Context: an optimization exercise on an open-source flow, tuned for small area, a short achievable clock period and few clock cycles per item. The choices shown serve that exercise and are no tape-out recipe. RTL that was checked went through simulation tests only; none was proved equivalent to the original. Power and IR drop assume default switching activity.

Setup of run a:
## pipe_divider
module pipe_divider (
    input  logic        clk,
    input  logic        rst,
    input  logic        in_valid,
    output logic        in_ready,
    input  logic [31:0] dividend,
    input  logic [31:0] divisor,
    output logic        out_valid,
    input  logic        out_ready,
    output logic [31:0] quotient,
    output logic [31:0] remainder,
    output logic        div_by_zero
);
Size in the first run: ~1,400 cells after synthesis, roughly 120 flip-flops, roughly 9500 um2 of cells after synthesis.
==> module pipe_divider, before the edit <==
module pipe_divider (
    input  logic        clk,
    input  logic        rst,
    input  logic        in_valid,
    output logic        in_ready,
    input  logic [31:0] dividend,
    input  logic [31:0] divisor,
    output logic        out_valid,
    input  logic        out_ready,
    output logic [31:0] quotient,
    output logic [31:0] remainder,
    output logic        div_by_zero
);
    logic        s_idle;
    logic        s_align;
    logic        s_step;
    logic        s_done;
    logic [31:0] rem;      
    logic [31:0] dv;       
    logic [31:0] q;        
    logic [4:0]  cnt;      
    logic        dz;
    logic [4:0]  ca;       
    logic [4:0]  cb;       
    logic        shz;      
    logic        pf;       
    logic [5:0]  clz_a;
    logic [5:0]  clz_b;
    logic [31:0] a_smear;
    logic        b_zero;
    logic        fin;
    logic        accept;
    logic        leave;
    logic [4:0]  shamt;
    logic        step;
    logic        last;
    logic        finish;
    logic [31:0] diff;
    logic        ge;
    pipe_divider_lzc u_lzc_a (.x(dividend), .n(clz_a));
    pipe_divider_lzc u_lzc_b (.x(divisor),  .n(clz_b));
    always_comb begin
        a_smear[31] = dividend[31];
        for (int i = 30; i >= 0; i--)
            a_smear[i] = a_smear[i+1] | dividend[i];
    end
    assign b_zero = (divisor == 32'd0);
    assign fin    = b_zero || |(divisor & ~a_smear);
    assign out_valid = s_done;
    assign leave     = s_done && out_ready;
    assign in_ready  = s_idle || leave;
    assign accept    = in_valid && in_ready;
    assign shamt = cb - ca;
    assign step  = s_step || (s_align && shz);
    assign last  = s_step ? (cnt == 5'd0) : shz;
    assign finish = (s_align || s_step) && last;
    assign ge   = rem >= dv;
    assign diff = rem - dv;
    always_ff @(posedge clk or posedge rst)
        if (rst) begin
            s_idle  <= 1'b1;
            s_align <= 1'b0;
            s_step  <= 1'b0;
            s_done  <= 1'b0;
            pf      <= 1'b0;
        end else begin
            s_idle  <= (s_idle || leave) && !in_valid;
            s_align <= accept && !fin && !pf;
            s_step  <= (s_align && !shz) || (s_step && cnt != 5'd0) || (accept && !fin && pf);
            s_done  <= (accept && fin) || finish || (s_done && !out_ready);
            pf      <= finish && in_valid;
        end
    always_ff @(posedge clk) begin
        ca  <= clz_a[4:0];
        cb  <= clz_b[4:0];
        shz <= (clz_a == clz_b);
        if ((accept && !pf) || finish)
            dv <= divisor;
        else if (s_align || (s_done && pf))
            dv <= dv << shamt;
        else
            dv <= dv >> 1;
        if (s_align || (s_done && pf))
            cnt <= shamt;
        else
            cnt <= cnt - 5'd1;
    end
    always_ff @(posedge clk) begin
        if (accept) begin
            rem <= dividend;
            q   <= {32{b_zero}};
            dz  <= b_zero;
        end else if (step) begin
            if (ge)
                rem <= diff;
            q   <= {q[30:0], ge};
        end
    end
    assign quotient    = q;
    assign remainder   = rem;
    assign div_by_zero = dz;
endmodule
Settings: LEC_CHECK=0, ABC_AREA=1, CAP_MARGIN=20, CORE_MARGIN=2, CORE_UTILIZATION=40, CTS_BUF_LIST=sky130_fd_sc_hd__clkbuf_8, SETUP_SLACK_MARGIN=2.8, SLEW_MARGIN=20; clock period 5.5 ns.
standard.sh (not shown) runs the stock make flow with config.mk's settings and CLKGATE_MAP_FILE= SYNTH_SCRIPT=/design/flow/synth_recipe.tcl, a recipe that flattens the netlist after the stock synthesis.
==> flow/flow/run.sh <==
#!/bin/bash
# Standard layout (the standard.sh, unchanged synthesis and steps), except that the
# port buffers that global placement inserts use the smallest plain buffer instead of
# the delay buffer buffer_ports picks by default. Each port still gets its own buffer.
set -euo pipefail
export BUFFER_PORTS_ARGS="-buffer_cell sky130_fd_sc_hd__buf_1"
bash standard.sh > standard.log 2>&1
Setup changes, run a to run b
--- a/flow/design.v
+++ b/flow/design.v
@@ -57,7 +57,6 @@
     logic        pf;       
     logic [5:0]  clz_a;
     logic [5:0]  clz_b;
-    logic [31:0] a_smear;
     logic        b_zero;
     logic        fin;
     logic        accept;
@@ -70,13 +69,8 @@
     logic        ge;
     pipe_divider_lzc u_lzc_a (.x(dividend), .n(clz_a));
     pipe_divider_lzc u_lzc_b (.x(divisor),  .n(clz_b));
-    always_comb begin
-        a_smear[31] = dividend[31];
-        for (int i = 30; i >= 0; i--)
-            a_smear[i] = a_smear[i+1] | dividend[i];
-    end
-    assign b_zero = (divisor == 32'd0);
-    assign fin    = b_zero || |(divisor & ~a_smear);
+    assign b_zero = clz_b[5];
+    assign fin    = b_zero || (clz_b < clz_a);
     assign out_valid = s_done;
     assign leave     = s_done && out_ready;
     assign in_ready  = s_idle || leave;
==> notes.md <==
Run b was carried through to the last stage, and its layout satisfied the timing, design-rule and antenna checks. Going from run a to run b, internal power grew slightly. The part of the total power dissipated in combinational logic in run b sits 0.2 points below the value recorded for run a. Chip height ended up 1.2 um higher on run b than on run a. Cell count after synthesis in run b vs run a: up 8.9%. The run with more routed wire is run a, not run b. Run b ended up with a lower worst-case reg-to-reg path depth than run a did. Post-layout worst setup margin for run b: 0.15 ns down relative to run a. Summary of run b over run a: sequential fraction of total cell area shrank by 0.92 points; post-synthesis cell area picked up an extra 1.6%; arrival time of the worst setup path went up 1.59 ns. Measured against run a, the count of non-CTS buffers in the layout of run b comes out at 1.14 times the reference value. Of the two values seen for critical path's slowest cell, nor3_4 was produced by run b and a21oi_4 by run a.
Function was not checked in any run of this note: the RTL went through the layout flow alone.

---

== v12 ==
pipe_divider, a different RTL version from the one above (not shown whole).
Size: ~1500 cells after synthesis, ~140 I/O pins, ~9600 µm² of cells after synthesis.
==> module pipe_divider, before the edit <==
module pipe_divider (
    input  logic        clk,
    input  logic        rst,
    input  logic        in_valid,
    output logic        in_ready,
    input  logic [31:0] dividend,
    input  logic [31:0] divisor,
    output logic        out_valid,
    input  logic        out_ready,
    output logic [31:0] quotient,
    output logic [31:0] remainder,
    output logic        div_by_zero
);
    logic        s_idle;
    logic        s_align;
    logic        s_step;
    logic        s_done;
    logic [31:0] rem;      
    logic [31:0] dv;       
    logic [31:0] q;        
    logic [4:0]  cnt;      
    logic        dz;
    logic [4:0]  ca;       
    logic [4:0]  cb;       
    logic        shz;      
    logic [5:0]  clz_a;
    logic [5:0]  clz_b;
    logic        b_zero;
    logic        fin;
    logic        accept;
    logic        leave;
    logic [4:0]  shamt;
    logic        step;
    logic        last;
    logic [31:0] diff;
    logic        ge;
    pipe_divider_lzc u_lzc_a (.x(dividend), .n(clz_a));
    pipe_divider_lzc u_lzc_b (.x(divisor),  .n(clz_b));
    assign b_zero = clz_b[5];
    assign fin    = b_zero || (clz_b < clz_a);
    assign out_valid = s_done;
    assign leave     = s_done && out_ready;
    assign in_ready  = s_idle || leave;
    assign accept    = in_valid && in_ready;
    assign shamt = cb - ca;
    assign step  = s_step || (s_align && shz);
    assign last  = s_step ? (cnt == 5'd0) : shz;
    assign ge   = rem >= dv;
    assign diff = rem - dv;
    always_ff @(posedge clk or posedge rst)
        if (rst) begin
            s_idle  <= 1'b1;
            s_align <= 1'b0;
            s_step  <= 1'b0;
            s_done  <= 1'b0;
        end else begin
            s_idle  <= (s_idle || leave) && !in_valid;
            s_align <= accept && !fin;
            s_step  <= (s_align && !shz) || (s_step && cnt != 5'd0);
            s_done  <= (accept && fin) || ((s_align || s_step) && last) || (s_done && !out_ready);
        end
    always_ff @(posedge clk) begin
        ca  <= clz_a[4:0];
        cb  <= clz_b[4:0];
        shz <= (clz_a == clz_b);
        if (accept)
            dv <= divisor;
        else if (s_align)
            dv <= dv << shamt;
        else
            dv <= dv >> 1;
        if (s_align)
            cnt <= shamt;
        else
            cnt <= cnt - 5'd1;
    end
    always_ff @(posedge clk) begin
        if (accept) begin
            rem <= dividend;
            q   <= {32{b_zero}};
            dz  <= b_zero;
        end else if (step) begin
            if (ge)
                rem <= diff;
            q   <= {q[30:0], ge};
        end
    end
    assign quotient    = q;
    assign remainder   = rem;
    assign div_by_zero = dz;
endmodule
==> flow/config.mk <==
export PLATFORM = sky130hd
export DESIGN_NAME = pipe_divider
export DESIGN_NICKNAME = pipe_divider
export VERILOG_FILES = /design/flow/design.v
export SDC_FILE = /design/flow/constraint.sdc
export NUM_CORES = 4
export LEC_CHECK = 0
export ABC_AREA = 1
export CAP_MARGIN = 20
export CORE_MARGIN = 2
export CORE_UTILIZATION = 40
export CTS_BUF_LIST = sky130_fd_sc_hd__clkbuf_8
export SETUP_SLACK_MARGIN = 2.8
export SLEW_MARGIN = 20
==> flow/constraint.sdc <==
create_clock -name core_clock -period 5.5 [get_ports {clk}]
set_input_delay 1.1000 -clock core_clock [delete_from_list [all_inputs] [get_ports {clk}]]
set_output_delay 1.1000 -clock core_clock [all_outputs]
set_load 0.01 [all_outputs]
Scripts as last shown in full above: flow/flow/run.sh
#### Input delta (v3 over v12)
--- a/flow/design.v
+++ b/flow/design.v
@@ -53,25 +53,31 @@
     logic        dz;
     logic [4:0]  ca;       
     logic [4:0]  cb;       
     logic        shz;      
     logic [5:0]  clz_a;
     logic [5:0]  clz_b;
+    logic [31:0] a_smear;
     logic        b_zero;
     logic        fin;
     logic        accept;
     logic        leave;
     logic [4:0]  shamt;
     logic        step;
     logic        last;
     logic [31:0] diff;
     logic        ge;
     pipe_divider_lzc u_lzc_a (.x(dividend), .n(clz_a));
     pipe_divider_lzc u_lzc_b (.x(divisor),  .n(clz_b));
-    assign b_zero = clz_b[5];
-    assign fin    = b_zero || (clz_b < clz_a);
+    always_comb begin
+        a_smear[31] = dividend[31];
+        for (int i = 30; i >= 0; i--)
+            a_smear[i] = a_smear[i+1] | dividend[i];
+    end
+    assign b_zero = (divisor == 32'd0);
+    assign fin    = b_zero || |(divisor & ~a_smear);
     assign out_valid = s_done;
     assign leave     = s_done && out_ready;
     assign in_ready  = s_idle || leave;
     assign accept    = in_valid && in_ready;
     assign shamt = cb - ca;
     assign step  = s_step || (s_align && shz);
## What came out
- The higher share of total power in the clock network came out of v3.
- Relative to v12, worst setup timing slack at the placement stage decreased by 29 ps in v3.
- v3 ended up with a lower final standard cell area without fillers than v12 did.
- Taking v12 as the reference, in v3 final critical-path required period now smaller; compound-cell area share of the yosys netlist now larger; setup slack now larger; number of distinct library cells after synthesis now larger.
- Against v12, routed wire length in v3 rose slightly.
- Summary of the comparison: sequential share of layout area is higher in v3, relative to v12.
- Re share of total power in sequential cells: v3 is 18 points up on v12.
- Looking at number of standard cells after synthesis, v3 sits about 14% below v12.
- Changes observed in v3 relative to v12: clock skew lost 4.6 ps; total overflow reported by the global router comparable; total I/O pin count stayed essentially flat.
Testbench counts of v3, summed over its fixed seeds: cycles 69,732, items 8,000.
For v12, only the layout was checked, not whether the RTL still works.

[re-timing with driven ports]
How much do the figures lean on ideal ports? The routed layouts below were timed once more, with nothing changed but the port constraints.
Step 1 assumes that a clkbuf_16 drives the clock port and a buf_2 every other input.
Step 2, shift: input delay + t, output delay - t, t = (earliest + latest rising clock arrival at the registers) / 2. This alone moves slack from input paths to output paths.
Three values: ideal ports, drivers, drivers and shift; two values: the first two.
run	shift t [ns]	setup slack, ns	worst data-port slew with drivers (ns)
run a	0.505	2.854 / 2.831 / 2.431	0.03
run b	0.506	2.701 / 2.699 / 2.193	0.09
v12	0.510	2.786 / 2.810 / 2.301	0.04
v3	0.504	2.826 / 2.802 / 2.429	0.04
After both steps setup and hold are still met in every run listed. The setup slack of run b, which loses most, moves by -0.002 ns with the drivers and by -0.508 ns with both steps.
